From an optimization exercise on the open Yosys and OpenROAD flow, aimed at small area and a short achievable clock period; shortcuts taken in it are not production practice.
No run shown here included a check of the RTL's function; only the layout flow was run.
Power figures rest on the tool's default switching activity, not on a simulated workload.

## flow/design.v (module list and top-level ports; edited modules follow where they fit)
// module hwpe_stream_fifo: 51 lines
// module hwpe_shift_fifo: 51 lines
// module hwpe_ctrl_decode: 101 lines
// module hwpe_mac_engine: 1045 lines
// module hwpe_result_unit: 56 lines
// module cluster_hwpe_tile: 117 lines
module cluster_hwpe_tile #(
  parameter int unsigned OpndDepth = 4,
  parameter int unsigned ResDepth  = 4
) (
  input  logic                               clk_i,
  input  logic                               rst_n_i,
  input  logic                               wb_cyc_i,
  input  logic                               wb_stb_i,
  input  logic                               wb_we_i,
  input  logic [tile_cfg_pkg::WB_ADDR_W-1:0] wb_adr_i,
  input  logic [tile_cfg_pkg::WB_DATA_W-1:0] wb_dat_i,
  output logic [tile_cfg_pkg::WB_DATA_W-1:0] wb_dat_o,
  output logic                               wb_ack_o,
  output logic                               wb_err_o,
  output logic                               evt_o
);
  // ...
==> flow/flow/run.sh <==
#!/bin/bash
# Standard synthesis, then the standard layout with a tighter setup
# target for repair_timing and plain buffers on the ports; each step logs
# to its own file here (the ORFS logs are under orfs/logs).
# The clock and constraints are unchanged.
set -euo pipefail
MARGIN=${MARGIN:-6.6}
bash standard.sh synth > synth.log 2>&1
bash standard.sh SETUP_SLACK_MARGIN=$MARGIN "BUFFER_PORTS_ARGS=-buffer_cell sky130_fd_sc_hd__buf_2" finish > layout.log 2>&1
==> flow/standard.sh <==
#!/bin/bash
# synth_recipe.tcl (not shown) runs the flow's synth.tcl, then flattens the netlist and writes it again
# the make line also repeats each setting of config.mk as NAME=value (left out here)
make -C /OpenROAD-flow-scripts/flow DESIGN_CONFIG=/design/flow/config.mk WORK_HOME=/design/flow/orfs CLKGATE_MAP_FILE= SYNTH_SCRIPT=/design/flow/synth_recipe.tcl "${@:-finish}"
==> flow/config.mk <==
export PLATFORM = sky130hd
export DESIGN_NAME = cluster_hwpe_tile
export DESIGN_NICKNAME = cluster_hwpe_tile
export VERILOG_FILES = /design/flow/design.v
export SDC_FILE = /design/flow/constraint.sdc
export NUM_CORES = 4
export LEC_CHECK = 0
export ABC_CLOCK_PERIOD_IN_PS = 3500
export CAP_MARGIN = 20
export CORE_MARGIN = 2
export CORE_UTILIZATION = 40
export CTS_CLUSTER_DIAMETER = 140
export CTS_CLUSTER_SIZE = 22
export SLEW_MARGIN = 20
==> flow/constraint.sdc <==
create_clock -name core_clock -period 10.0 [get_ports {clk_i}]
set_input_delay 2.0000 -clock core_clock [delete_from_list [all_inputs] [get_ports {clk_i}]]
set_output_delay 2.0000 -clock core_clock [all_outputs]
set_load 0.01 [all_outputs]
==> results by group, run 1 <==
STA
  • Rel. slew slack: 29.1%
  • Clock Skew: 24.6 ps

Clock tree
  • CTS Hold Buffers Added: 0
  • Clock latency (worst-skew pair): 590 ps
  • Sink Count: 472
  • Clk slew on worst S/H paths: 90 ps
  • Clock Tree Buf Depth: 3

Yosys
  • Largest family of logic cells by synthesized area: adder cells
  • Most frequent cell after synthesis: edfxtp_1
  • XOR/XNOR Fraction of Synth Area: 11.8%
  • Synth top area share: 42.2%
  • Adder and majority gate portion of the synthesized area: 12.1%

Status
  • Status: no timing/DRC/antenna violations

Place
  • DP Worst Slack: 5850 ps
  • Placed cell area: 27400 µm²

Finish
  • Post-route insts no fill: 3035
  • Clock network share of area: 2.64%
  • Number of sequential cells: 472
  • Syn-to-layout area delta: 11.3%
  • Multi-input gate area: 12300 µm²
  • Invs w/o clock: 117

Pwr
  • Internal: 4.53 mW
  • Sw frac: 35.2%
  • Top Consumer: combinational cells
  • Psw: 2.46 mW
  • Flop+latch power: 2.75 mW

Die
  • Die H: 260 µm
  • Die Span X: 260 µm
  • Core area: 64600 µm²
  • Top Ports: 104
  • Tap cell instance count: 855

Worst setup path
  • Crit-path max cell delay: 500 ps
  • Crit path arrival time: 3710 ps
  • Crit path launch: i_engine.c_q[0]
  • Slowest-stage cell, CP: or4b_4

Global route
  • Vias in the first global route: 16400
  • First-pass GRT wire length: 102000 µm
  • Pin count of the biggest net entering global routing: 67

Worst hold path
  • Hold path endpoint: i_decode.wb_dat_o[23]
  • Hold Crit Start: i_decode.ctrl_q[23]

Route
  • Initial DRC Count: 1485
  • Routed wire length per instance: 22.3 µm
==> module hwpe_ctrl_decode, before the edit <==
module hwpe_ctrl_decode (
  input  logic                                      clk_i,
  input  logic                                      rst_n_i,
  input  logic                                      wb_cyc_i,
  input  logic                                      wb_stb_i,
  input  logic                                      wb_we_i,
  input  logic [tile_cfg_pkg::WB_ADDR_W-1:0]        wb_adr_i,
  input  logic [tile_cfg_pkg::WB_DATA_W-1:0]        wb_dat_i,
  output logic [tile_cfg_pkg::WB_DATA_W-1:0]        wb_dat_o,
  output logic                                      wb_ack_o,
  output logic                                      wb_err_o,
  output logic                                      opnd_valid_o,
  input  logic                                      opnd_ready_i,
  output hwpe_pkg::operand_pair_t                   opnd_data_o,
  output logic                                      start_o,
  output hwpe_pkg::opcode_e                         opcode_o,
  output logic [tile_cfg_pkg::CTRL_LEN_W-1:0]       job_len_o,
  input  logic                                      res_valid_i,
  input  hwpe_pkg::result_t                         res_data_i,
  input  logic [tile_cfg_pkg::CTRL_LEN_W-1:0]       consumed_i,
  input  logic                                      evt_i,
  output logic                                      res_pop_o,
  output logic                                      res_read_o
);
  localparam logic [1:0] SEL_CTRL =
    2'(tile_cfg_pkg::REG_CTRL >> tile_cfg_pkg::REG_SEL_LSB);
  localparam logic [1:0] SEL_OPND =
    2'(tile_cfg_pkg::REG_OPND >> tile_cfg_pkg::REG_SEL_LSB);
  localparam logic [1:0] SEL_RESULT =
    2'(tile_cfg_pkg::REG_RESULT >> tile_cfg_pkg::REG_SEL_LSB);
  logic [tile_cfg_pkg::REG_SEL_W-1:0] reg_sel;
  logic                               req;
  logic [tile_cfg_pkg::WB_DATA_W-1:0] ctrl_q;
  logic                               ctrl_set_q;   
  logic                               ctrl_we;
  logic [tile_cfg_pkg::WB_DATA_W-1:0] status_word;
  logic [tile_cfg_pkg::WB_DATA_W-1:0] rdata_d;
  logic                               ack_d;
  logic                               err_d;
  assign req     = wb_cyc_i & wb_stb_i & ~wb_ack_o & ~wb_err_o;
  assign reg_sel = wb_adr_i[tile_cfg_pkg::REG_SEL_LSB +: tile_cfg_pkg::REG_SEL_W];
  assign opnd_valid_o = req & wb_we_i & (reg_sel == SEL_OPND);
  assign opnd_data_o  = hwpe_pkg::operand_pair_t'(wb_dat_i);
  assign ctrl_we = req & wb_we_i & (reg_sel == SEL_CTRL);
  assign res_read_o = req & ~wb_we_i & (reg_sel == SEL_RESULT);
  assign res_pop_o  = res_read_o & res_valid_i;
  assign opcode_o  = hwpe_pkg::opcode_e'(
    ctrl_q[tile_cfg_pkg::CTRL_OP_LSB +: tile_cfg_pkg::CTRL_OP_W]);
  assign job_len_o = ctrl_q[tile_cfg_pkg::CTRL_LEN_LSB +: tile_cfg_pkg::CTRL_LEN_W]
                   & {tile_cfg_pkg::CTRL_LEN_W{ctrl_set_q}};
  always_comb begin
    status_word = '0;
    status_word[tile_cfg_pkg::STAT_EVT_BIT]    = evt_i;
    status_word[tile_cfg_pkg::STAT_RVALID_BIT] = res_valid_i;
    status_word[tile_cfg_pkg::STAT_OFULL_BIT]  = ~opnd_ready_i;
    status_word[tile_cfg_pkg::STAT_CNT_LSB +: tile_cfg_pkg::CTRL_LEN_W] = consumed_i;
  end
  always_comb begin
    ack_d = 1'b0;
    err_d = 1'b0;
    if (req) begin
      case (reg_sel)
        SEL_OPND:   ack_d = ~wb_we_i | opnd_ready_i;
        SEL_RESULT: begin
          ack_d = wb_we_i | res_valid_i;
          err_d = ~wb_we_i & ~res_valid_i;
        end
        default:    ack_d = 1'b1;
      endcase
    end
  end
  always_comb begin
    case (reg_sel)
      SEL_CTRL:   rdata_d = ctrl_set_q ? ctrl_q : '0;
      SEL_OPND:   rdata_d = '0;
      SEL_RESULT: rdata_d = res_data_i;
      default:    rdata_d = status_word;
    endcase
  end
  always_ff @(posedge clk_i or negedge rst_n_i) begin
    if (!rst_n_i) begin
      wb_ack_o   <= 1'b0;
      wb_err_o   <= 1'b0;
      start_o    <= 1'b0;
      ctrl_set_q <= 1'b0;
    end else begin
      wb_ack_o <= ack_d;
      wb_err_o <= err_d;
      start_o  <= ctrl_we;
      if (ctrl_we) begin
        ctrl_set_q <= 1'b1;
      end
    end
  end
  always_ff @(posedge clk_i) begin
    if (ctrl_we) begin
      ctrl_q <= wb_dat_i;
    end
    wb_dat_o <= rdata_d;
  end
endmodule
==> module hwpe_result_unit, before the edit <==
module hwpe_result_unit (
  input  logic                                clk_i,
  input  logic                                rst_n_i,
  input  logic                                start_i,
  input  logic [tile_cfg_pkg::CTRL_LEN_W-1:0] job_len_i,
  input  logic                                res_valid_i,
  output logic                                res_ready_o,
  input  hwpe_pkg::result_t                   res_data_i,
  input  logic                                pop_i,
  input  logic                                read_i,    
  output logic                                head_valid_o,
  output hwpe_pkg::result_t                   head_data_o,
  output logic [tile_cfg_pkg::CTRL_LEN_W-1:0] consumed_o,
  output logic                                evt_o
);
  logic [tile_cfg_pkg::CTRL_LEN_W-1:0] count_q;
  logic [tile_cfg_pkg::CTRL_LEN_W-1:0] count_inc;
  hwpe_pkg::result_t                   head_q;
  logic                                head_valid_q;
  logic                                evt_q;
  logic                                load;
  assign res_ready_o = ~head_valid_q | pop_i;
  assign load        = res_valid_i & res_ready_o;
  assign count_inc   = count_q + 1'b1;
  always_ff @(posedge clk_i or negedge rst_n_i) begin
    if (!rst_n_i) begin
      head_valid_q <= 1'b0;
      count_q      <= '0;
      evt_q        <= 1'b0;
    end else begin
      if (load) begin
        head_valid_q <= 1'b1;
      end else if (pop_i) begin
        head_valid_q <= 1'b0;
      end
      if (start_i) begin
        count_q <= '0;
        evt_q   <= 1'b0;
      end else if (pop_i) begin
        count_q <= count_inc;
        if ((count_inc == job_len_i) && (job_len_i != '0)) begin
          evt_q <= 1'b1;
        end
      end
    end
  end
  always_ff @(posedge clk_i) begin
    if (!head_valid_q || read_i) begin
      head_q <= res_data_i;
    end
  end
  assign head_valid_o = head_valid_q;
  assign head_data_o  = head_q;
  assign consumed_o   = count_q;
  assign evt_o        = evt_q;
endmodule
==> module cluster_hwpe_tile, before the edit <==
module cluster_hwpe_tile #(
  parameter int unsigned OpndDepth = 4,
  parameter int unsigned ResDepth  = 4
) (
  input  logic                               clk_i,
  input  logic                               rst_n_i,
  input  logic                               wb_cyc_i,
  input  logic                               wb_stb_i,
  input  logic                               wb_we_i,
  input  logic [tile_cfg_pkg::WB_ADDR_W-1:0] wb_adr_i,
  input  logic [tile_cfg_pkg::WB_DATA_W-1:0] wb_dat_i,
  output logic [tile_cfg_pkg::WB_DATA_W-1:0] wb_dat_o,
  output logic                               wb_ack_o,
  output logic                               wb_err_o,
  output logic                               evt_o
);
  logic                                opnd_valid;
  logic                                opnd_ready;
  hwpe_pkg::operand_pair_t             opnd_data;
  logic                                eng_in_valid;
  logic                                eng_in_ready;
  hwpe_pkg::operand_pair_t             eng_in_data;
  hwpe_pkg::operand_pair_t             eng_in_next;
  logic                                eng_out_valid;
  logic                                eng_out_ready;
  hwpe_pkg::result_t                   eng_out_data;
  logic                                rf_valid;
  logic                                rf_ready;
  hwpe_pkg::result_t                   rf_data;
  logic                                head_valid;
  hwpe_pkg::result_t                   head_data;
  logic [tile_cfg_pkg::CTRL_LEN_W-1:0] consumed;
  logic [tile_cfg_pkg::CTRL_LEN_W-1:0] job_len;
  hwpe_pkg::opcode_e                   opcode;
  logic                                start;
  logic                                res_pop;
  logic                                res_read;
  hwpe_ctrl_decode i_decode (
    .clk_i        (clk_i),
    .rst_n_i      (rst_n_i),
    .wb_cyc_i     (wb_cyc_i),
    .wb_stb_i     (wb_stb_i),
    .wb_we_i      (wb_we_i),
    .wb_adr_i     (wb_adr_i),
    .wb_dat_i     (wb_dat_i),
    .wb_dat_o     (wb_dat_o),
    .wb_ack_o     (wb_ack_o),
    .wb_err_o     (wb_err_o),
    .opnd_valid_o (opnd_valid),
    .opnd_ready_i (opnd_ready),
    .opnd_data_o  (opnd_data),
    .start_o      (start),
    .opcode_o     (opcode),
    .job_len_o    (job_len),
    .res_valid_i  (head_valid),
    .res_data_i   (head_data),
    .consumed_i   (consumed),
    .evt_i        (evt_o),
    .res_pop_o    (res_pop),
    .res_read_o   (res_read)
  );
  hwpe_shift_fifo #(
    .Depth    (OpndDepth),
    .Width    (2 * hwpe_pkg::OPERAND_W)
  ) i_opnd_fifo (
    .clk_i      (clk_i),
    .rst_n_i    (rst_n_i),
    .in_valid_i (opnd_valid),
    .in_ready_o (opnd_ready),
    .in_data_i  (opnd_data),
    .out_valid_o(eng_in_valid),
    .out_ready_i(eng_in_ready),
    .out_data_o (eng_in_data),
    .out_next_o (eng_in_next)
  );
  hwpe_mac_engine i_engine (
    .clk_i       (clk_i),
    .rst_n_i     (rst_n_i),
    .start_i     (start),
    .opcode_i    (opcode),
    .opnd_valid_i(eng_in_valid),
    .opnd_ready_o(eng_in_ready),
    .opnd_data_i (eng_in_data),
    .opnd_next_i (eng_in_next),
    .res_valid_o (eng_out_valid),
    .res_ready_i (eng_out_ready),
    .res_data_o  (eng_out_data)
  );
  hwpe_stream_fifo #(
    .Depth    (ResDepth),
    .Width    (hwpe_pkg::RESULT_W)
  ) i_res_fifo (
    .clk_i      (clk_i),
    .rst_n_i    (rst_n_i),
    .in_valid_i (eng_out_valid),
    .in_ready_o (eng_out_ready),
    .in_data_i  (eng_out_data),
    .out_valid_o(rf_valid),
    .out_ready_i(rf_ready),
    .out_data_o (rf_data)
  );
  hwpe_result_unit i_result (
    .clk_i       (clk_i),
    .rst_n_i     (rst_n_i),
    .start_i     (start),
    .job_len_i   (job_len),
    .res_valid_i (rf_valid),
    .res_ready_o (rf_ready),
    .res_data_i  (rf_data),
    .pop_i       (res_pop),
    .read_i      (res_read),
    .head_valid_o(head_valid),
    .head_data_o (head_data),
    .consumed_o  (consumed),
    .evt_o       (evt_o)
  );
endmodule
==> inputs of run 2 (changes only) <==
--- a/flow/design.v
+++ b/flow/design.v
@@ -148,18 +148,17 @@
   output hwpe_pkg::operand_pair_t                   opnd_data_o,
   output logic                                      start_o,
   output hwpe_pkg::opcode_e                         opcode_o,
   output logic [tile_cfg_pkg::CTRL_LEN_W-1:0]       job_len_o,
   input  logic                                      res_valid_i,
   input  hwpe_pkg::result_t                         res_data_i,
   input  logic [tile_cfg_pkg::CTRL_LEN_W-1:0]       consumed_i,
   input  logic                                      evt_i,
-  output logic                                      res_pop_o,
-  output logic                                      res_read_o
+  output logic                                      res_pop_o
 );
   localparam logic [1:0] SEL_CTRL =
     2'(tile_cfg_pkg::REG_CTRL >> tile_cfg_pkg::REG_SEL_LSB);
   localparam logic [1:0] SEL_OPND =
     2'(tile_cfg_pkg::REG_OPND >> tile_cfg_pkg::REG_SEL_LSB);
   localparam logic [1:0] SEL_RESULT =
     2'(tile_cfg_pkg::REG_RESULT >> tile_cfg_pkg::REG_SEL_LSB);
   logic [tile_cfg_pkg::REG_SEL_W-1:0] reg_sel;
@@ -171,18 +170,17 @@
   logic [tile_cfg_pkg::WB_DATA_W-1:0] rdata_d;
   logic                               ack_d;
   logic                               err_d;
   assign req     = wb_cyc_i & wb_stb_i & ~wb_ack_o & ~wb_err_o;
   assign reg_sel = wb_adr_i[tile_cfg_pkg::REG_SEL_LSB +: tile_cfg_pkg::REG_SEL_W];
   assign opnd_valid_o = req & wb_we_i & (reg_sel == SEL_OPND);
   assign opnd_data_o  = hwpe_pkg::operand_pair_t'(wb_dat_i);
   assign ctrl_we = req & wb_we_i & (reg_sel == SEL_CTRL);
-  assign res_read_o = req & ~wb_we_i & (reg_sel == SEL_RESULT);
-  assign res_pop_o  = res_read_o & res_valid_i;
+  assign res_pop_o = req & ~wb_we_i & (reg_sel == SEL_RESULT) & res_valid_i;
   assign opcode_o  = hwpe_pkg::opcode_e'(
     ctrl_q[tile_cfg_pkg::CTRL_OP_LSB +: tile_cfg_pkg::CTRL_OP_W]);
   assign job_len_o = ctrl_q[tile_cfg_pkg::CTRL_LEN_LSB +: tile_cfg_pkg::CTRL_LEN_W]
                    & {tile_cfg_pkg::CTRL_LEN_W{ctrl_set_q}};
   always_comb begin
     status_word = '0;
     status_word[tile_cfg_pkg::STAT_EVT_BIT]    = evt_i;
     status_word[tile_cfg_pkg::STAT_RVALID_BIT] = res_valid_i;
@@ -535,17 +533,17 @@
   logic fs58, fc58;
   assign fs58 = bp5[16] ^ bp6[14] ^ bp7[12];
   assign fc58 = (bp5[16] & bp6[14]) | (bp5[16] & bp7[12]) | (bp6[14] & bp7[12]);
   logic hs15, hc15;
   assign hs15 = bp8[10] ^ x1[26];
   assign hc15 = bp8[10] & x1[26];
   logic fs59, fc59;
   assign fs59 = ~neg_q[5] ^ bp6[15] ^ bp7[13];
-  assign fc59 = (~neg_q[5] ^ bp6[15]) ? bp7[13] : ~neg_q[5];
+  assign fc59 = (~neg_q[5] & bp6[15]) | (~neg_q[5] & bp7[13]) | (bp6[15] & bp7[13]);
   logic hs16, hc16;
   assign hs16 = bp6[16] ^ bp7[14];
   assign hc16 = bp6[16] & bp7[14];
   logic hs17, hc17;
   assign hs17 = bp0[2] ^ bp1[0];
   assign hc17 = bp0[2] & bp1[0];
   logic hs18, hc18;
   assign hs18 = bp0[3] ^ bp1[1];
@@ -739,26 +737,26 @@
   logic fs117, fc117;
   assign fs117 = fc62 ^ fc63 ^ fs64;
   assign fc117 = (fc62 & fc63) | (fc62 & fs64) | (fc63 & fs64);
   logic fs118, fc118;
   assign fs118 = fc64 ^ fc65 ^ fs66;
   assign fc118 = (fc64 & fc65) | (fc64 & fs66) | (fc65 & fs66);
   logic fs119, fc119;
   assign fs119 = fc66 ^ fc67 ^ fs68;
-  assign fc119 = (fc66 ^ fc67) ? fs68 : fc66;
+  assign fc119 = (fc66 & fc67) | (fc66 & fs68) | (fc67 & fs68);
   logic fs120, fc120;
   assign fs120 = fc68 ^ fc69 ^ fs70;
-  assign fc120 = (fc68 ^ fc69) ? fs70 : fc68;
+  assign fc120 = (fc68 & fc69) | (fc68 & fs70) | (fc69 & fs70);
   logic fs121, fc121;
   assign fs121 = fc70 ^ fc71 ^ fs72;
-  assign fc121 = (fc70 ^ fc71) ? fs72 : fc70;
+  assign fc121 = (fc70 & fc71) | (fc70 & fs72) | (fc71 & fs72);
   logic fs122, fc122;
   assign fs122 = fc72 ^ fc73 ^ fs74;
-  assign fc122 = (fc72 ^ fc73) ? fs74 : fc72;
+  assign fc122 = (fc72 & fc73) | (fc72 & fs74) | (fc73 & fs74);
   logic fs123, fc123;
   assign fs123 = fc74 ^ fc75 ^ fs76;
   assign fc123 = (fc74 ^ fc75) ? fs76 : fc74;
   logic fs124, fc124;
   assign fs124 = fc76 ^ fc77 ^ fs78;
   assign fc124 = (fc76 ^ fc77) ? fs78 : fc76;
   logic fs125, fc125;
   assign fs125 = fc78 ^ fc79 ^ fs80;
@@ -790,23 +788,23 @@
   logic fs134, fc134;
   assign fs134 = fc96 ^ fc97 ^ fs98;
   assign fc134 = (fc96 ^ fc97) ? fs98 : fc96;
   logic fs135, fc135;
   assign fs135 = fc98 ^ fc99 ^ fs100;
   assign fc135 = (fc98 ^ fc99) ? fs100 : fc98;
   logic fs136, fc136;
   assign fs136 = fc100 ^ fc101 ^ fs102;
-  assign fc136 = (fc100 ^ fc101) ? fs102 : fc100;
+  assign fc136 = (fc100 & fc101) | (fc100 & fs102) | (fc101 & fs102);
   logic fs137, fc137;
   assign fs137 = fc102 ^ fc103 ^ fs104;
-  assign fc137 = (fc102 ^ fc103) ? fs104 : fc102;
+  assign fc137 = (fc102 & fc103) | (fc102 & fs104) | (fc103 & fs104);
   logic fs138, fc138;
   assign fs138 = fc104 ^ fc105 ^ fs106;
-  assign fc138 = (fc104 ^ fc105) ? fs106 : fc104;
+  assign fc138 = (fc104 & fc105) | (fc104 & fs106) | (fc105 & fs106);
   logic fs139, fc139;
   assign fs139 = fc106 ^ fc107 ^ fs108;
   assign fc139 = (fc106 & fc107) | (fc106 & fs108) | (fc107 & fs108);
   logic fs140, fc140;
   assign fs140 = fc108 ^ fc109 ^ fs110;
   assign fc140 = (fc108 & fc109) | (fc108 & fs110) | (fc109 & fs110);
   logic fs141, fc141;
   assign fs141 = x2[31] ^ fc110 ^ hc21;
@@ -835,26 +833,26 @@
   logic fs148, fc148;
   assign fs148 = fs65 ^ fc116 ^ fs117;
   assign fc148 = (fs65 & fc116) | (fs65 & fs117) | (fc116 & fs117);
   logic fs149, fc149;
   assign fs149 = fs67 ^ fc117 ^ fs118;
   assign fc149 = (fs67 & fc117) | (fs67 & fs118) | (fc117 & fs118);
   logic fs150, fc150;
   assign fs150 = fs69 ^ fc118 ^ fs119;
-  assign fc150 = (fs69 ^ fc118) ? fs119 : fs69;
+  assign fc150 = (fs69 & fc118) | (fs69 & fs119) | (fc118 & fs119);
   logic fs151, fc151;
   assign fs151 = fs71 ^ fc119 ^ fs120;
-  assign fc151 = (fs71 ^ fc119) ? fs120 : fs71;
+  assign fc151 = (fs71 & fc119) | (fs71 & fs120) | (fc119 & fs120);
   logic fs152, fc152;
   assign fs152 = fs73 ^ fc120 ^ fs121;
-  assign fc152 = (fs73 ^ fc120) ? fs121 : fs73;
+  assign fc152 = (fs73 & fc120) | (fs73 & fs121) | (fc120 & fs121);
   logic fs153, fc153;
   assign fs153 = fs75 ^ fc121 ^ fs122;
-  assign fc153 = (fs75 ^ fc121) ? fs122 : fs75;
+  assign fc153 = (fs75 & fc121) | (fs75 & fs122) | (fc121 & fs122);
   logic fs154, fc154;
   assign fs154 = fs77 ^ fc122 ^ fs123;
   assign fc154 = (fs77 ^ fc122) ? fs123 : fs77;
   logic fs155, fc155;
   assign fs155 = fs79 ^ fc123 ^ fs124;
   assign fc155 = (fs79 ^ fc123) ? fs124 : fs79;
   logic fs156, fc156;
   assign fs156 = fs81 ^ fc124 ^ fs125;
@@ -883,23 +881,23 @@
   logic fs164, fc164;
   assign fs164 = fs97 ^ fc132 ^ fs133;
   assign fc164 = (fs97 ^ fc132) ? fs133 : fs97;
   logic fs165, fc165;
   assign fs165 = fs99 ^ fc133 ^ fs134;
   assign fc165 = (fs99 ^ fc133) ? fs134 : fs99;
   logic fs166, fc166;
   assign fs166 = fs101 ^ fc134 ^ fs135;
-  assign fc166 = (fs101 ^ fc134) ? fs135 : fs101;
+  assign fc166 = (fs101 & fc134) | (fs101 & fs135) | (fc134 & fs135);
   logic fs167, fc167;
   assign fs167 = fs103 ^ fc135 ^ fs136;
-  assign fc167 = (fs103 ^ fc135) ? fs136 : fs103;
+  assign fc167 = (fs103 & fc135) | (fs103 & fs136) | (fc135 & fs136);
   logic fs168, fc168;
   assign fs168 = fs105 ^ fc136 ^ fs137;
-  assign fc168 = (fs105 ^ fc136) ? fs137 : fs105;
+  assign fc168 = (fs105 & fc136) | (fs105 & fs137) | (fc136 & fs137);
   logic fs169, fc169;
   assign fs169 = fs107 ^ fc137 ^ fs138;
   assign fc169 = (fs107 & fc137) | (fs107 & fs138) | (fc137 & fs138);
   logic fs170, fc170;
   assign fs170 = fs109 ^ fc138 ^ fs139;
   assign fc170 = (fs109 & fc138) | (fs109 & fs139) | (fc138 & fs139);
   logic fs171, fc171;
   assign fs171 = hs21 ^ fc139 ^ fs140;
@@ -1282,17 +1280,16 @@
   input  logic                                clk_i,
   input  logic                                rst_n_i,
   input  logic                                start_i,
   input  logic [tile_cfg_pkg::CTRL_LEN_W-1:0] job_len_i,
   input  logic                                res_valid_i,
   output logic                                res_ready_o,
   input  hwpe_pkg::result_t                   res_data_i,
   input  logic                                pop_i,
-  input  logic                                read_i,    
   output logic                                head_valid_o,
   output hwpe_pkg::result_t                   head_data_o,
   output logic [tile_cfg_pkg::CTRL_LEN_W-1:0] consumed_o,
   output logic                                evt_o
 );
   logic [tile_cfg_pkg::CTRL_LEN_W-1:0] count_q;
   logic [tile_cfg_pkg::CTRL_LEN_W-1:0] count_inc;
   hwpe_pkg::result_t                   head_q;
@@ -1320,17 +1317,17 @@
         count_q <= count_inc;
         if ((count_inc == job_len_i) && (job_len_i != '0)) begin
           evt_q <= 1'b1;
         end
       end
     end
   end
   always_ff @(posedge clk_i) begin
-    if (!head_valid_q || read_i) begin
+    if (load) begin
       head_q <= res_data_i;
     end
   end
   assign head_valid_o = head_valid_q;
   assign head_data_o  = head_q;
   assign consumed_o   = count_q;
   assign evt_o        = evt_q;
 endmodule
@@ -1365,17 +1362,16 @@
   hwpe_pkg::result_t                   rf_data;
   logic                                head_valid;
   hwpe_pkg::result_t                   head_data;
   logic [tile_cfg_pkg::CTRL_LEN_W-1:0] consumed;
   logic [tile_cfg_pkg::CTRL_LEN_W-1:0] job_len;
   hwpe_pkg::opcode_e                   opcode;
   logic                                start;
   logic                                res_pop;
-  logic                                res_read;
   hwpe_ctrl_decode i_decode (
     .clk_i        (clk_i),
     .rst_n_i      (rst_n_i),
     .wb_cyc_i     (wb_cyc_i),
     .wb_stb_i     (wb_stb_i),
     .wb_we_i      (wb_we_i),
     .wb_adr_i     (wb_adr_i),
     .wb_dat_i     (wb_dat_i),
@@ -1387,18 +1383,17 @@
     .opnd_data_o  (opnd_data),
     .start_o      (start),
     .opcode_o     (opcode),
     .job_len_o    (job_len),
     .res_valid_i  (head_valid),
     .res_data_i   (head_data),
     .consumed_i   (consumed),
     .evt_i        (evt_o),
-    .res_pop_o    (res_pop),
-    .res_read_o   (res_read)
+    .res_pop_o    (res_pop)
   );
   hwpe_shift_fifo #(
     .Depth    (OpndDepth),
     .Width    (2 * hwpe_pkg::OPERAND_W)
   ) i_opnd_fifo (
     .clk_i      (clk_i),
     .rst_n_i    (rst_n_i),
     .in_valid_i (opnd_valid),
@@ -1439,15 +1434,14 @@
     .clk_i       (clk_i),
     .rst_n_i     (rst_n_i),
     .start_i     (start),
     .job_len_i   (job_len),
     .res_valid_i (rf_valid),
     .res_ready_o (rf_ready),
     .res_data_i  (rf_data),
     .pop_i       (res_pop),
-    .read_i      (res_read),
     .head_valid_o(head_valid),
     .head_data_o (head_data),
     .consumed_o  (consumed),
     .evt_o       (evt_o)
   );
 endmodule
==> flow/config.mk (replaced) <==
export PLATFORM = sky130hd
export DESIGN_NAME = cluster_hwpe_tile
export DESIGN_NICKNAME = cluster_hwpe_tile
export VERILOG_FILES = /design/flow/design.v
export SDC_FILE = /design/flow/constraint.sdc
export NUM_CORES = 4
export LEC_CHECK = 0
export ABC_CLOCK_PERIOD_IN_PS = 3500
export CAP_MARGIN = 20
export CORE_MARGIN = 2
export CORE_UTILIZATION = 40
export CTS_CLUSTER_DIAMETER = 120
export CTS_CLUSTER_SIZE = 24
export SLEW_MARGIN = 20
==> run 2 against run 1 <==
  * Clock power is 8% lower
  * Hold slack better by 5.2 ps
  * Non-clock buffer count is 3 higher
  * First-iteration DRC count is 6.7% lower
  * Global-route usage is 0.62 points higher
  * Sequential power is 6% lower
  * Cell count is 0.49% lower
  * Die area is 0.72% higher
  * Routed wire length is 3.8% higher
  * Power is 3.2% lower
  * Via count is 0.73% higher
  * Highest routed layer unchanged
==> results by group, run 2 <==
Status
  • Status: no timing/DRC/antenna violations

Yosys
  • Synth Register Bits: 472
  • Synth cell count leaders: 368 x edfxtp_1, 236 x xnor2_1, 148 x a22oi_1, 148 x nand2_1, 139 x inv_1
  • Warnings from Yosys: 7
  • Distinct cells, synth: 69
  • Mapped Cells: 2081
  • Post-synth top flop: edfxtp_1
  • Post-synthesis sequential area ratio: 50.4%
  • Mapped Area: 26400 µm²
  • Synthesized area per cell: 12.7 µm²
  • Number of flops mapped to enable cells by yosys: 368
  • Synth Net Count: 2325
  • Synth area leader: edfxtp_1
  • Top cells by area, synth: edfxtp_1 42%, xnor2_1 7.8%, fa_1 7.3%
  • Most frequent cell after synthesis: edfxtp_1
  • Synth top area share: 41.9% (-0.31 points)
  • Ys async rst share: 6.57%

Clock tree
  • Clk slew on worst S/H paths: 120 ps (+30 ps)
  • Clock latency (worst-skew pair): 600 ps (about the same)
  • Sink Count: 472 (unchanged)
  • Num CTS Buffers: 23
  • Clk root buf: clkbuf_16
  • Clock Tree Buf Depth: 3 (unchanged)
  • CTS tree: done
  • H-tree levels: 1

Worst setup path
  • Slack of the worst reg-to-reg path: 6580 ps
  • FF-to-FF End: i_engine.s_q[18]
  • Worst setup EP type: flip-flop
  • CP required: 10340 ps
  • Crit path max fanout: 17
  • R2R cell count: 10
  • Crit path launch type: flip-flop
  • Crit path arrival time: 3760 ps (+50 ps)
  • Reg-to-Reg Start: i_opnd_fifo.mem_q[0][5]
  • CP Class: reg2reg

Finish
  • ANT cells: 0
  • Commonest non-fill, non-tap cell in the layout: edfxtp_1
  • Multi-input gate area: 12300 µm² (+0.21%)
  • Fillers: 5882
  • Syn-to-layout area delta: 10.6%
  • Most frequent cells in the layout: 368 x edfxtp_1, 214 x xnor2_1, 146 x nand2_1, 139 x a22oi_1, 135 x inv_1
  • Top Registers: i_opnd_fifo.mem_q x128, i_res_fifo.mem_q x128
  • Ratio of cells with drive above 1 in the final layout: 20.0%
  • Final #Nets: 2384
  • FF/Latch Area: 13300 µm²

Route
  • DRC errors left: 0
  • Routed wire length per instance: 23.3 µm (+4.3%)
  • Initial DRC Count: 1386 (-6.7%)
  • Vias per cell: 5.48
  • Routed via count: 16500
  • DR pass1 iterations: 5
  • Antenna Nets Post-Route: 0
  • Routed wire length: 70300 µm

Pwr
  • Total power: 6.77 mW
  • VDD IR-drop max: 0.000122 V
  • Leak pwr: 11.0 nW
  • Pwr Density: 232 nW/µm²

Place
  • Port buffer count: 73
  • Detailed Place HPWL: 45800 µm
  • Gp weighted congestion: 0.858

STA
  • Rel. slew slack: 23.4% (-5.7 points)
  • Min Hold Slack: 502 ps
  • Clock Skew: 48.8 ps (+24.2 ps)
  • Final setup viols: 0
  • Final Hold Vio Count: 0
  • Minimum clock period after layout: 3420 ps
  • RSZ-0062 raised after global routing: yes
  • Setup tns final: 0 ps
  • Crit share post-route: 34.2%
  • Slew Limit Fails: 0
  • Max Clock Freq: 0.292 GHz
  • Worst slew pin tran: 1120 ps

Worst hold path
  • Worst hold path class: reg2reg
  • Hold Crit Start: i_decode.ctrl_q[4]
  • Hold path endpoint: i_decode.wb_dat_o[4]
  • Cell count of the worst hold path: 2

Global route
  • First-pass GRT wire length: 104000 µm (+2.8%)
  • GRT Overall Usage: 20.6%
  • Global route total overflow: 0
  • Vias in the first global route: 16600 (+1.2%)
  • Pin count of the biggest net entering global routing: 67 (unchanged)
  • Antenna violations before repair: 2

Run
  • Max cap viols: 0

Die
  • Top Ports: 104 (unchanged)
  • Full die area: 68000 µm²
  • Core area: 65500 µm² (+1.4%)
  • Die H: 261 µm (+0.36%)
  • Initial Util: 40.3%
  • Die Span X: 261 µm (+0.36%)
  • Row count: 94
-- run 2: worst max-delay path, cell delays in order, from the launching register on --
cell	delay, ps
edfxtp_1	390
buf_6	200
a22oi_1	220
xnor2_1	180
xnor3_1	510
maj3_2	350
fa_1	590
nor2b_4	170
nor2_2	50
xnor2_1	140
maj3_1	340
-- run 2: through the flow --
step                instances  utilization [%]  setup slack, ps  cell area [µm²]
global route             3020             44.6             6490            29200
finish                   3020             44.6             6580            29200
floorplan                2081                -             6520            26400
CTS                      3012             44.0             6550            28800
global placement         2925             42.1             5670            27600
detailed placement       2925             42.1             5640            27600
-- run 2: kinds of logic after synthesis --
logic type	after synthesis	synth area share (%)
buffers and inverters	276	4.35
muxes	121	6.42
xor gates and xnor gates	313	11.2
adders and majority gates	221	12.9
DFF	472	50.4
AOI/OAI and AO/OA	325	8.64
and+or+nand+nor	353	6.20
-- run 2: routing by layer --
metal  track usage [%]  up-vias  routed length [µm]
met5                 0        -                   0
met2              33.9      592               33700
met1              28.2     8451               29800
li1                  -     7388                   -
met4              5.70        0                1940
met3              3.24      109                4870
-- run 2: worst max-delay path by stage --
stage	startpoint	to	slack (ps)
2_1_floorplan	wb_adr_i[2]	i_result.head_q[0]	6520
3_3_place_gp	wb_adr_i[2]	i_result.head_q[23]	5670
3_5_place_dp	wb_adr_i[2]	i_result.head_q[10]	5640
4_1_cts	wb_adr_i[2]	i_res_fifo.occ_q[3]	6550
5_1_grt	i_engine.one_q[5]	i_engine.s_q[18]	6490
6_report	i_opnd_fifo.mem_q[0][5]	i_engine.s_q[18]	6580
-- run 2: area by class of cell --
cell class	instances	share of cell area, %
Timing Repair inverter	1	0.0257
Clock inverter	2	0.0986
Tap cell	864	3.70
Sequential cell	472	45.6
Multi-Input combinational cell	1333	42.2
Timing Repair Buffer	165	4.23
Inverter	144	1.91
Clock buffer	39	2.18
-- run 2: timing repair --
| item | in CTS | in global routing |
|---|---|---|
| pin swaps | 6 | 23 |
| hold buffers | 0 | 0 |
| endpoints found under the setup margin | 130 | 109 |
| gates cloned | 1 | 0 |
| buffers inserted | 45 | 8 |
| resized for setup | 33 | 76 |
-- run 2: where the power goes --
| group | internal (mW) | leakage [nW] | switching (mW) | total (mW) |
|---|---|---|---|---|
| Sequential | 2.47 | 4.52 | 0.121 | 2.59 |
| Combinational | 1.49 | 6.12 | 1.63 | 3.12 |
| Clock | 0.444 | 0.317 | 0.619 | 1.06 |
| Total | 4.40 | 11.0 | 2.37 | 6.77 |

## port drivers added, routing unchanged
Ports are ideal in the flow. The routed layouts listed here were re-timed in OpenROAD. Step 1, drivers: a clkbuf_16 drives clk_i and a buf_2 each remaining input, both assumed. Step 2 also shifts input and output timing later by t, the mid clock arrival at the registers, as if the neighbouring blocks saw the same clock. a / b / c = no drivers / after step 1 / after step 2; a / b = the first two.
run | t, ns | slack for setup (ns) | latest minus earliest clock arrival (ns) | worst register clock-pin slew, ns | cell pins on the clock port's net
run 1 | 0.641 | 6.612 / 6.612 / 6.130 | 0.027 / 0.027 | 0.10 / 0.10 | 1
run 2 | 0.639 | 6.580 / 6.580 / 6.233 | 0.049 / 0.049 | 0.12 / 0.12 | 1
After both steps every run listed still meets setup and hold. For run 1, which loses most, drivers alone change the setup slack by 0.000 ns; drivers and shift together by -0.482 ns.
